Context: an optimization exercise on an open-source flow, tuned for small area, a short achievable clock period and few clock cycles per item. The choices shown serve that exercise and are no tape-out recipe.
Function was not checked in any run shown here: the RTL went through the layout flow alone.
Power is estimated from default activity; no workload was simulated.

==> design/flow/config.mk <==
export PLATFORM = sky130hd
export DESIGN_NAME = vpu_int_pipe
export DESIGN_NICKNAME = vpu_int_pipe
export VERILOG_FILES = /design/flow/design.v
export SDC_FILE = /design/flow/constraint.sdc
export NUM_CORES = 4
export LEC_CHECK = 0
export CAP_MARGIN = 20
export CORE_MARGIN = 2
export CORE_UTILIZATION = 40
export SLEW_MARGIN = 20
==> design/flow/constraint.sdc <==
create_clock -name core_clock -period 6.0 [get_ports {clk}]
set_input_delay 1.2000 -clock core_clock [delete_from_list [all_inputs] [get_ports {clk}]]
set_output_delay 1.2000 -clock core_clock [all_outputs]
set_load 0.01 [all_outputs]
==> design/flow/design.v <==
module vpu_int_pipe #(
  parameter int LANES = 8,
  parameter int LW    = 16,
  parameter int RW    = 32
) (
  input  logic                clk,
  input  logic                rst,
  input  logic                flush,
  input  logic                in_valid,
  output logic                in_ready,
  input  logic [3:0]          op,
  input  logic [LANES*LW-1:0] vs1,
  input  logic [LANES*LW-1:0] vs2,
  input  logic [LANES-1:0]    mask,
  output logic                out_valid,
  input  logic                out_ready,
  output logic [LANES*LW-1:0] vd,
  output logic [RW-1:0]       rd
);
  localparam int SW   = $clog2(LW);
  localparam int SUMW = LW + $clog2(LANES);   
  localparam int NP   = LANES / 2;            
  localparam logic [3:0] OP_ADD  = 4'd0;
  localparam logic [3:0] OP_SUB  = 4'd1;
  localparam logic [3:0] OP_AND  = 4'd2;
  localparam logic [3:0] OP_OR   = 4'd3;
  localparam logic [3:0] OP_XOR  = 4'd4;
  localparam logic [3:0] OP_MAX  = 4'd5;
  localparam logic [3:0] OP_MIN  = 4'd6;
  localparam logic [3:0] OP_SLL  = 4'd7;
  localparam logic [3:0] OP_SRL  = 4'd8;
  localparam logic [3:0] OP_SRA  = 4'd9;
  localparam logic [3:0] OP_CGE  = 4'd10;
  localparam logic [3:0] OP_CLT  = 4'd11;
  localparam logic [3:0] OP_CEQ  = 4'd12;
  localparam logic [3:0] OP_CNE  = 4'd13;
  localparam logic [3:0] OP_RSUM = 4'd14;
  localparam logic [3:0] OP_RMAX = 4'd15;
  function automatic logic sge(input logic [LW-1:0] x, input logic [LW-1:0] y);
    logic [LW-1:0] gt, eq;
    gt = x & ~y;
    eq = ~(x ^ y);
    gt[LW-1] = ~x[LW-1] & y[LW-1];
    for (int k = 1; k < LW; k = k * 2)
      for (int i = 0; i < LW; i = i + 2 * k) begin
        gt[i] = gt[i + k] | (eq[i + k] & gt[i]);
        eq[i] = eq[i + k] & eq[i];
      end
    sge = gt[0] | eq[0];
  endfunction
  logic                s1_full, s2_free, s1_adv, accept;
  logic [3:0]          s1_op;
  logic                s1_sub;
  logic [LANES*LW-1:0] s1_a, s1_x, x_in;
  logic [LANES-1:0]    s1_mask;
  logic [LANES*LW-1:0] res_vd;
  logic [SUMW-1:0]     res_rd;      
  logic                res_rd_hi;   
  logic [SUMW-1:0]     s2_rd;
  logic                s2_rd_hi;
  assign s2_free  = !out_valid || out_ready;
  assign s1_adv   = s1_full && s2_free;
  assign in_ready = !s1_full || s2_free;
  assign accept   = in_valid && in_ready && !flush;
  always_ff @(posedge clk or negedge rst) begin
    if (!rst) begin
      s1_full   <= 1'b0;
      out_valid <= 1'b0;
    end else begin
      s1_full   <= !flush && (accept || (s1_full && !s1_adv));
      out_valid <= !flush && (s2_free ? s1_full : out_valid);
    end
  end
  always_ff @(posedge clk) begin
    if (in_ready) begin
      s1_op   <= op;
      s1_sub  <= (op == OP_SUB);
      s1_a    <= vs1;
      s1_x    <= x_in;
      s1_mask <= mask;
    end
  end
  always_ff @(posedge clk) begin
    if (s2_free) begin
      vd       <= res_vd;
      s2_rd    <= res_rd;
      s2_rd_hi <= res_rd_hi;
    end
  end
  assign rd = {{(RW-SUMW){s2_rd_hi}}, s2_rd};
  logic [LANES*LW-1:0] x_lane;
  logic [LANES*LW-1:0] x_red;
  for (genvar gi = 0; gi < LANES; gi++) begin : g_in
    logic [LW-1:0] a, b, mm, x, y, shr, xl;
    logic [SW-1:0] sh;
    logic          ge, eq, flag;
    assign a  = vs1[LW*gi +: LW];
    assign b  = vs2[LW*gi +: LW];
    assign sh = b[SW-1:0];
    assign ge = sge(a, b);
    assign eq = (a == b);
    assign mm = ((op == OP_MAX) ^ ge) ? b : a;
    always_comb begin
      for (int i = 0; i < LW; i++) x[i] = (op == OP_SLL) ? a[LW-1-i] : a[i];
      y = $signed({(op == OP_SRA) & a[LW-1], x}) >>> sh;
      for (int i = 0; i < LW; i++) shr[i] = (op == OP_SLL) ? y[LW-1-i] : y[i];
    end
    always_comb begin
      case (op)
        OP_CGE:  flag = ge;
        OP_CLT:  flag = !ge;
        OP_CEQ:  flag = eq;
        default: flag = !eq;
      endcase
    end
    always_comb begin
      case (op)
        OP_ADD:                xl = b;
        OP_SUB:                xl = ~b;
        OP_AND:                xl = a & b;
        OP_OR:                 xl = a | b;
        OP_XOR:                xl = a ^ b;
        OP_MAX, OP_MIN:        xl = mm;
        OP_SLL, OP_SRL, OP_SRA: xl = shr;
        default:               xl = LW'(flag);
      endcase
    end
    assign x_lane[LW*gi +: LW] = xl;
  end
  logic [SUMW-1:0] t [3*LANES];
  always_comb begin
    int n, base;
    for (int i = 0; i < LANES; i++)
      t[i] = SUMW'({!(mask[i] & vs1[LW*i+LW-1]), vs1[LW*i +: LW-1] & {(LW-1){mask[i]}}});
    for (int i = LANES; i < 3 * LANES; i++) t[i] = '0;
    n = LANES;
    base = 0;
    for (int j = 0; j < LANES - 3; j++) begin
      logic [SUMW-1:0] s3, c3;
      s3 = t[base] ^ t[base + 1] ^ t[base + 2];
      c3 = ((t[base] & t[base + 1]) | (t[base] & t[base + 2]) | (t[base + 1] & t[base + 2])) << 1;
      t[base + n]     = s3;
      t[base + n + 1] = c3;
      base = base + 3;
      n = n - 1;
    end
  end
  logic [NP-1:0] pick;
  always_comb begin
    for (int k = 0; k < NP; k++)
      pick[k] = mask[2*k+1] &
                (!mask[2*k] || !sge(vs1[LW*(2*k) +: LW], vs1[LW*(2*k+1) +: LW]));
  end
  always_comb begin
    x_red = '0;
    if (op == OP_RSUM)
      for (int i = 0; i < 3; i++) x_red[SUMW*i +: SUMW] = t[3*(LANES-3) + i];
    else
      x_red[NP-1:0] = pick;
  end
  assign x_in = (op >= OP_RSUM) ? x_red : x_lane;
  logic s1_lane, s1_arith;
  assign s1_lane  = (s1_op <= OP_SRA);
  assign s1_arith = (s1_op <= OP_SUB);
  for (genvar gi = 0; gi < LANES; gi++) begin : g_lane
    logic [LW-1:0] a, x, sum;
    logic [LW:0]   sum1;
    assign a    = s1_a[LW*gi +: LW];
    assign x    = s1_x[LW*gi +: LW];
    assign sum1 = {a, 1'b1} + {x, s1_sub};
    assign sum  = sum1[LW:1];
    assign res_vd[LW*gi +: LW] = !(s1_mask[gi] && s1_lane) ? a :
                                 s1_arith ? sum : x;
  end
  logic [SUMW-1:0] r0, r1, r2, rsum;
  assign r0   = s1_x[0 +: SUMW];
  assign r1   = s1_x[SUMW +: SUMW];
  assign r2   = s1_x[2*SUMW +: SUMW];
  assign rsum = (r0 ^ r1 ^ r2) + (((r0 & r1) | (r0 & r2) | (r1 & r2)) << 1);
  logic [LW-1:0] cand [NP];
  logic [NP-1:0] cv, win;
  logic [LW-1:0] rmax;
  always_comb begin
    logic cge [NP][NP];
    for (int k = 0; k < NP; k++) begin
      cand[k] = s1_x[k] ? s1_a[LW*(2*k+1) +: LW] : s1_a[LW*(2*k) +: LW];
      cv[k]   = s1_mask[2*k] | s1_mask[2*k+1];
    end
    for (int i = 0; i < NP; i++)
      for (int j = i + 1; j < NP; j++)
        cge[i][j] = sge(cand[i], cand[j]);
    for (int i = 0; i < NP; i++) begin
      win[i] = cv[i];
      for (int j = 0; j < i; j++)      win[i] = win[i] & (!cv[j] | !cge[j][i]);
      for (int j = i + 1; j < NP; j++) win[i] = win[i] & (!cv[j] | cge[i][j]);
    end
    rmax = '0;
    for (int i = 0; i < NP; i++) rmax = rmax | (cand[i] & {LW{win[i]}});
  end
  always_comb begin
    res_rd    = '0;
    res_rd_hi = 1'b0;
    if (s1_op == OP_RSUM) begin
      res_rd    = {~rsum[SUMW-1], rsum[SUMW-2:0]};
      res_rd_hi = ~rsum[SUMW-1];
    end else if (s1_op == OP_RMAX) begin
      res_rd    = SUMW'($signed(rmax));
      res_rd_hi = rmax[LW-1];
    end else if (s1_op >= OP_CGE) begin
      for (int i = 0; i < LANES; i++) res_rd[i] = s1_x[LW*i] & s1_mask[i];
    end
  end
endmodule
==> design/flow/run.sh <==
#!/bin/bash
# synth_recipe.tcl (not shown) runs the flow's synth.tcl, then flattens the netlist and writes it again
# the make line also repeats each setting of config.mk as NAME=value (left out here)
make -C /OpenROAD-flow-scripts/flow DESIGN_CONFIG=/design/flow/config.mk WORK_HOME=/design/flow/orfs CLKGATE_MAP_FILE= SYNTH_SCRIPT=/design/flow/synth_recipe.tcl finish
==> flow_metrics.env, run 1 <==
export IMPL_status="finished clean"
export IMPL_syn_area_um2=50800
export IMPL_die_area_um2=130000
export IMPL_ant_nets=0
export IMPL_ys_seq_area_frac=0.247
export IMPL_gp_congestion=1.04
export IMPL_ys_ff_latch=418
export IMPL_wl_per_cell_um=32.0
export IMPL_die_width_um=360
export IMPL_crit_path_end_kind="flip-flop"
export IMPL_clock_latency_ns=0.69
export IMPL_path_clk_slew_ns=0.06
export IMPL_hold_ws_ns=0.599
export IMPL_min_path_type="flip-flop to flip-flop"
export IMPL_cap_violations=0
export IMPL_synth_largest_area_cell="edfxtp_1"
export IMPL_dp_cells=7940
export IMPL_clock_skew_ns=0.0429
export IMPL_htree_levels=2
export IMPL_worstPathCellList="clkdlybuf4s50_1 > inv_1 > ha_1 > nor4_1 > nand4_1 > nor4_2 > nor4_4 > xnor2_4 > mux2i_1 > o221ai_1"
export IMPL_num_rows=130
export IMPL_firstDrtPassIters=6
export IMPL_ctsHoldBuffers=0
export IMPL_num_vias=51800
export IMPL_wirelength_mm=257
export IMPL_cpPeakStageDelay_ns=0.97
export IMPL_fin_nets=7409
export IMPL_worst_pin_slew_ns=1.11
export IMPL_tns_ns=0
export IMPL_antenna_found_initial=23
export IMPL_fin_cells=8051
export IMPL_initial_core_util=0.404
export IMPL_cts_buffer_depth=3
export IMPL_synth_top_cell_area_share=0.246
export IMPL_syn_inst=5867
export IMPL_vias_per_cell=6.43
export IMPL_slew_headroom=0.256
export IMPL_drt_iter0_markers=6728
export IMPL_grt_setup_unrepaired="false"
export IMPL_yosys_cell_count_top_type="ha_1"
export IMPL_seqCellArea_um2=12500
export IMPL_hold_viol_final=0
export IMPL_grt_pass1_vias=48300
export IMPL_drc=0
export IMPL_dp_hpwl_mm=205
export IMPL_start_kind="primary input"
export IMPL_cts_buffers=54
export IMPL_multi_input_area_um2=35300
export IMPL_post_cts_buffers=0
export IMPL_dpl_instance_area_um2=58500
export IMPL_dieHeight_um=360
export IMPL_drive_gt1_frac=0.0893
export IMPL_io_pins=435
export IMPL_grt_max_degree=81
export IMPL_powerDensity_nw_per_um2=221
export IMPL_synth_commonest_cells="ha_1, a21oi_1, nor2_1"
export IMPL_crit_fanout=18
export IMPL_max_freq_ghz=0.193
export IMPL_grt_use_total=0.383
export IMPL_worst_path_max_delay_cell="clkdlybuf4s50_1"
export IMPL_portBuffers=434
export IMPL_synth_edf_count=416
export IMPL_crit_required_ns=6.32
export IMPL_cts_tree="yes"
export IMPL_ys_types=93
export IMPL_syn_nets=6929
export IMPL_clock_sinks=418
export IMPL_ys_flop_type="edfxtp_1"
export IMPL_critPathKind="primary input to flip-flop"
export IMPL_netlist_top_cells_area="edfxtp_1, ha_1, mux2i_1, a21oi_1, o21ai_0"
export IMPL_area_growth_pct=19.0
export IMPL_arrival_ns=5.51
export IMPL_grt_first_pass_wirelength_mm=360
export IMPL_syn_area_per_cell_um2=8.65
export IMPL_ir_worst_vdd_mv=0.235
export IMPL_setup_viol=0
export IMPL_overflow=0
export IMPL_min_period_over_period=0.866
export IMPL_fin_crit_ns=5.19
export IMPL_async_flop_share=0.00478
export IMPL_cts_root_buffer="clkbuf_16"
export IMPL_p_leak_nw=26.2
export IMPL_core_area_um2=126000
export IMPL_synth_warnings=4
export IMPL_cts_resized=0
export IMPL_design_area_um2=60400
export IMPL_slew_viol_final=0
export IMPL_fill_cells=12100
## worst paths after layout
check,depth (start not counted),slack (ns),end,start
worst min-delay path,2,0.60,vd[117],s1_a[117]
min in group asynchronous,1,0.67,out_valid,rst
worst max-delay path,10,0.81,s1_x[57],vs1[57]
max in group asynchronous,1,5.20,s1_full,rst
worst min register to register,2,0.60,vd[117],s1_a[117]
worst max register to register,12,1.08,s2_rd[12],s1_x[2]
## final cells by class
cell class	count	share of cell area
inverter	454	0.0283
clock buffer	61	0.0228
clock inverter	39	0.00781
sequential	418	0.208
multi-input combinational	4667	0.584
antenna	10	0.000414
timing repair buffer	752	0.115
tap	1650	0.0342
## flip-flops by register name (all words and copies together), names as in the netlist
name	cells
s2_rd_hi	1
s1_op	4
s1_mask	8
s1_a	128
s1_full	1
vd	128
s2_rd	18
s1_sub	1
out_valid	1
s1_x	128
## per-layer routing
layer / GRT usage / vias to the layer above / part of all wire
met1: 0.508 / 25300 / 0.40
met5: 0 / - / 0.00067
met3: 0.0990 / 638 / 0.11
met4: 0.188 / 24 / 0.058
li1: - / 22600 / -
met2: 0.577 / 3250 / 0.43
## critical path, delay by kind of cell
kind / cells / cell delay [ns]
and+or+nand+nor: 4 / 1.56
buffers and inverters: 2 / 1.16
xor gates and xnor gates: 1 / 0.65
adders and majority gates: 1 / 0.38
muxes: 1 / 0.29
AOI/OAI and AO/OA: 1 / 0.26
## through the flow
step / utilization / setup WS [ns] / power [mW]
6_report: 0.481 / 0.806 / 13.3
5_1_grt: 0.480 / 0.879 / 13.9
3_3_place_gp: 0.465 / 0.228 / 9.63
2_1_floorplan: - / 0.343 / 7.19
4_1_cts: 0.480 / 0.989 / 13.2
3_5_place_dp: 0.465 / 0.300 / 9.67
## cell usage in the layout, fill, tap and decap left out, drive strengths merged, types with 56 or more instances in the layout
cell type and instances:
ha 684, a21oi 572, nor2 517, nand2 506, inv 454, o21ai 438
clkdlybuf4s50 433, edfxtp 416, mux2i 321, buf 319, and2 111, fa 105
a221oi 104, nor3 95, a211oi 90, o221ai 87, nand3 85, xnor2 84
o211ai 70, clkbuf 61, mux4 56
## cell families (layout without fill, tap and decap cells)
logic type               Yosys count  count (layout)  synth area share
AO/OA/AOI/OAI                   1791            1791             0.226
AND/OR/NAND/NOR                 1543            1543             0.136
adder cells (fa/ha/maj)          789             789             0.210
buffers and inverters            782            1306            0.0603
multiplexers                     418             418            0.0973
flip-flops                       418             418             0.247
XOR/XNOR                         126             126            0.0229
other                              0              10                 0
## power breakdown
group          total, mW  leakage, nW  internal [mW]  switching [mW]
Sequential          4.05         4.59           3.61           0.437
Clock               3.52        0.894           2.02            1.51
Combinational       5.77         20.7           2.33            3.44
Total               13.3         26.2           7.95            5.39
==> run 2, diff against run 1 <==
--- a/design/flow/config.mk
+++ b/design/flow/config.mk
@@ -8,4 +8,6 @@
 export CAP_MARGIN = 20
 export CORE_MARGIN = 2
 export CORE_UTILIZATION = 40
+export SETUP_SLACK_MARGIN = 2.0
 export SLEW_MARGIN = 20
+export TNS_END_PERCENT = 5
==> run 2 against run 1 <==
Effect of this change: design area grew 1.6%; highest routed layer unchanged; global-route usage shrank 1.3 points; non-clock buffer count grew 35; critical path depth grew 1; still clean on timing, DRC and antenna; final cell count grew 0.56%.
==> flow_metrics.env, run 2 <==
export IMPL_io_pins=435
export IMPL_firstDrtPassIters=6
export IMPL_clock_sinks=418
export IMPL_overflow=0
export IMPL_crit_required_ns=6.44
export IMPL_p_total_mw=13.4
export IMPL_yosys_cell_count_top_type="ha_1"
export IMPL_grt_use_total=0.370
export IMPL_clock_skew_ns=0.0612
export IMPL_drt_iter0_markers=7144
export IMPL_fill_cells=12000
export IMPL_htree_levels=2
export IMPL_drc=0
export IMPL_portBuffers=434
export IMPL_min_path_type="flip-flop to flip-flop"
export IMPL_cts_tree="yes"
export IMPL_fin_cells=8096
export IMPL_synth_commonest_cells="ha_1, a21oi_1, nor2_1"
export IMPL_setup_viol=0
export IMPL_fin_crit_ns=4.27
export IMPL_netlist_top_cells_area="edfxtp_1, ha_1, mux2i_1, a21oi_1, o21ai_0"
export IMPL_fin_nets=7446
export IMPL_async_flop_share=0.00478
export IMPL_reg2reg_slack_ns=1.82
export IMPL_grt_pass1_vias=48200
export IMPL_die_width_um=360
export IMPL_die_area_um2=130000
export IMPL_crit_fanout=6
export IMPL_max_freq_ghz=0.234
export IMPL_min_period_over_period=0.711
export IMPL_cts_buffer_depth=3
export IMPL_ir_worst_vdd_mv=0.230
export IMPL_r2r_start="s1_x[1]"
export IMPL_synth_edf_count=416
export IMPL_design_area_um2=61400
export IMPL_crit_start="vs1[0]"
export IMPL_synth_warnings=4
export IMPL_cts_buffers=53
export IMPL_final_util=0.488
export IMPL_dieHeight_um=360
export IMPL_syn_area_per_cell_um2=8.65
export IMPL_crit_path_end_kind="flip-flop"
export IMPL_cap_violations=0
export IMPL_ctsHoldBuffers=0
export IMPL_r2r_end="s2_rd[5]"
export IMPL_antenna_found_initial=23
export IMPL_initial_core_util=0.404
export IMPL_ant_nets=0
export IMPL_area_growth_pct=21.0
export IMPL_dp_hpwl_mm=196
export IMPL_layout_common_cells="ha_1, a21oi_1, nor2_1"
export IMPL_core_area_um2=126000
export IMPL_cts_root_buffer="clkbuf_16"
export IMPL_status="finished clean"
export IMPL_seqCellArea_um2=12500
export IMPL_dp_cells=7917
export IMPL_reg_largest_list="s1_a x128, s1_x x128, vd x128"
export IMPL_syn_area_um2=50800
export IMPL_num_rows=130
export IMPL_wl_per_cell_um=30.8
export IMPL_endpoint="s1_x[20]"
export IMPL_ys_flop_type="edfxtp_1"
export IMPL_tns_ns=0
export IMPL_gp_congestion=1.07
export IMPL_syn_inst=5867
export IMPL_synth_top_cell_area_share=0.246
export IMPL_wirelength_mm=250
export IMPL_p_leak_nw=27.0
export IMPL_synth_largest_area_cell="edfxtp_1"
export IMPL_ys_types=93
export IMPL_hold_viol_final=0
export IMPL_final_common_cell="ha_1"
export IMPL_critPathKind="primary input to flip-flop"
export IMPL_syn_nets=6929
export IMPL_ys_ff_latch=418
export IMPL_start_kind="primary input"
export IMPL_vias_per_cell=6.39
export IMPL_drive_gt1_frac=0.107
export IMPL_arrival_ns=4.71
export IMPL_rr_worst_depth=15
export IMPL_slew_headroom=0.210
export IMPL_multi_input_area_um2=35800
export IMPL_clock_latency_ns=0.71
export IMPL_grt_first_pass_wirelength_mm=351
export IMPL_grt_max_degree=117
export IMPL_slew_viol_final=0
export IMPL_num_vias=51700
export IMPL_ys_seq_area_frac=0.247
export IMPL_grt_setup_unrepaired="true"
export IMPL_path_clk_slew_ns=0.07
export IMPL_dpl_instance_area_um2=58300
export IMPL_powerDensity_nw_per_um2=219
export IMPL_worst_pin_slew_ns=1.18
run 2: worst min-delay path by stage:
stage	slack [ns]	endpoint	depth (start not counted)	start
floorplan	0.54	out_valid	2	s1_full
global placement	0.57	vd[122]	2	s1_a[122]
detailed placement	0.59	vd[124]	2	s1_a[124]
CTS	0.60	vd[7]	2	s1_a[7]
global route	0.64	vd[10]	2	s1_a[10]
finish	0.60	vd[10]	2	s1_a[10]
run 2: cell families (layout without fill, tap and decap cells):
group	Yosys count	in the layout	synth area share
AO/OA/AOI/OAI	1791	1791	0.226
XOR/XNOR	126	129	0.0229
adder cells (fa/ha/maj)	789	789	0.210
buffers and inverters	782	1341	0.0603
flip-flops	418	418	0.247
multiplexers	418	418	0.0973
other	0	17	0
AND/OR/NAND/NOR	1543	1543	0.136
run 2: report_power, final:
part,total [mW],switching (mW),internal (mW)
logic,5.94,3.50,2.44
registers,4.00,0.394,3.61
clock network,3.50,1.57,1.93
total,13.4,5.46,7.98
run 2: what timing repair did:
item                       4_1_cts  5_1_grt
pin swaps                        9       34
resized for setup               72      146
setup endpoints to repair      149      143
gates cloned                     0        4
setup buffers                   26       32
run 2: per-stage QoR:
stage	setup WS, ns	hold slack, ns
after floorplan	1.67	0.544
after global placement	0.160	0.573
after detailed placement	0.202	0.587
after CTS	1.81	0.601
after global routing	1.74	0.639
final	1.73	0.599
run 2: routing by layer:
layer	routed length, um	global-route usage	vias to the layer above
met1	97700	0.487	24900
met3	29600	0.0902	729
li1	-	-	22700
met2	106000	0.555	3418
met5	108	0	-
met4	16800	0.208	16
run 2: area by class of cell:
| cell class | count | area share |
|---|---|---|
| diodes | 17 | 0.000693 |
| clock buffers | 53 | 0.0216 |
| clock inverters | 47 | 0.00870 |
| inverters | 454 | 0.0279 |
| multi-input cells | 4670 | 0.582 |
| flip-flops and latches | 418 | 0.204 |
| well taps | 1650 | 0.0336 |
| repair buffers | 787 | 0.121 |
run 2: critical path: stages:
cell and delay, ns:
dlygate4sd2_1 0.73, buf_4 0.32, nand2_1 0.12, fa_1 0.46
fa_1 0.52, fa_1 0.55, nor2_1 0.08, a21oi_1 0.20
o2111ai_1 0.17, a221oi_1 0.23, o21ai_1 0.12

afterwards: timing with drivers on the ports:
No port has a modelled driver above. Below, the same layouts with a new extraction and two added sets of constraints.
Step 1 sets driving cells, clkbuf_16 on the clock port and buf_2 on the other inputs (assumed; they add their load-dependent delay and slew).
Step 2 times the ports against the registers' clock, not the clock port: input delays grow and output delays shrink by t, the midpoint of the rising clock arrivals with the driver on.
a / b / c = no drivers / after step 1 / after step 2; a / b = the first two.
run | t (ns) | setup slack, ns | worst setup path at the end
run 1 | 0.752 | 0.806 / 0.858 / 0.107 | input to register
run 2 | 0.758 | 1.732 / 1.783 / 1.025 | input to register
After both steps setup and hold are still met in every run listed. The setup slack of run 2, which loses most, moves by +0.051 ns with the drivers and by -0.707 ns with both steps.
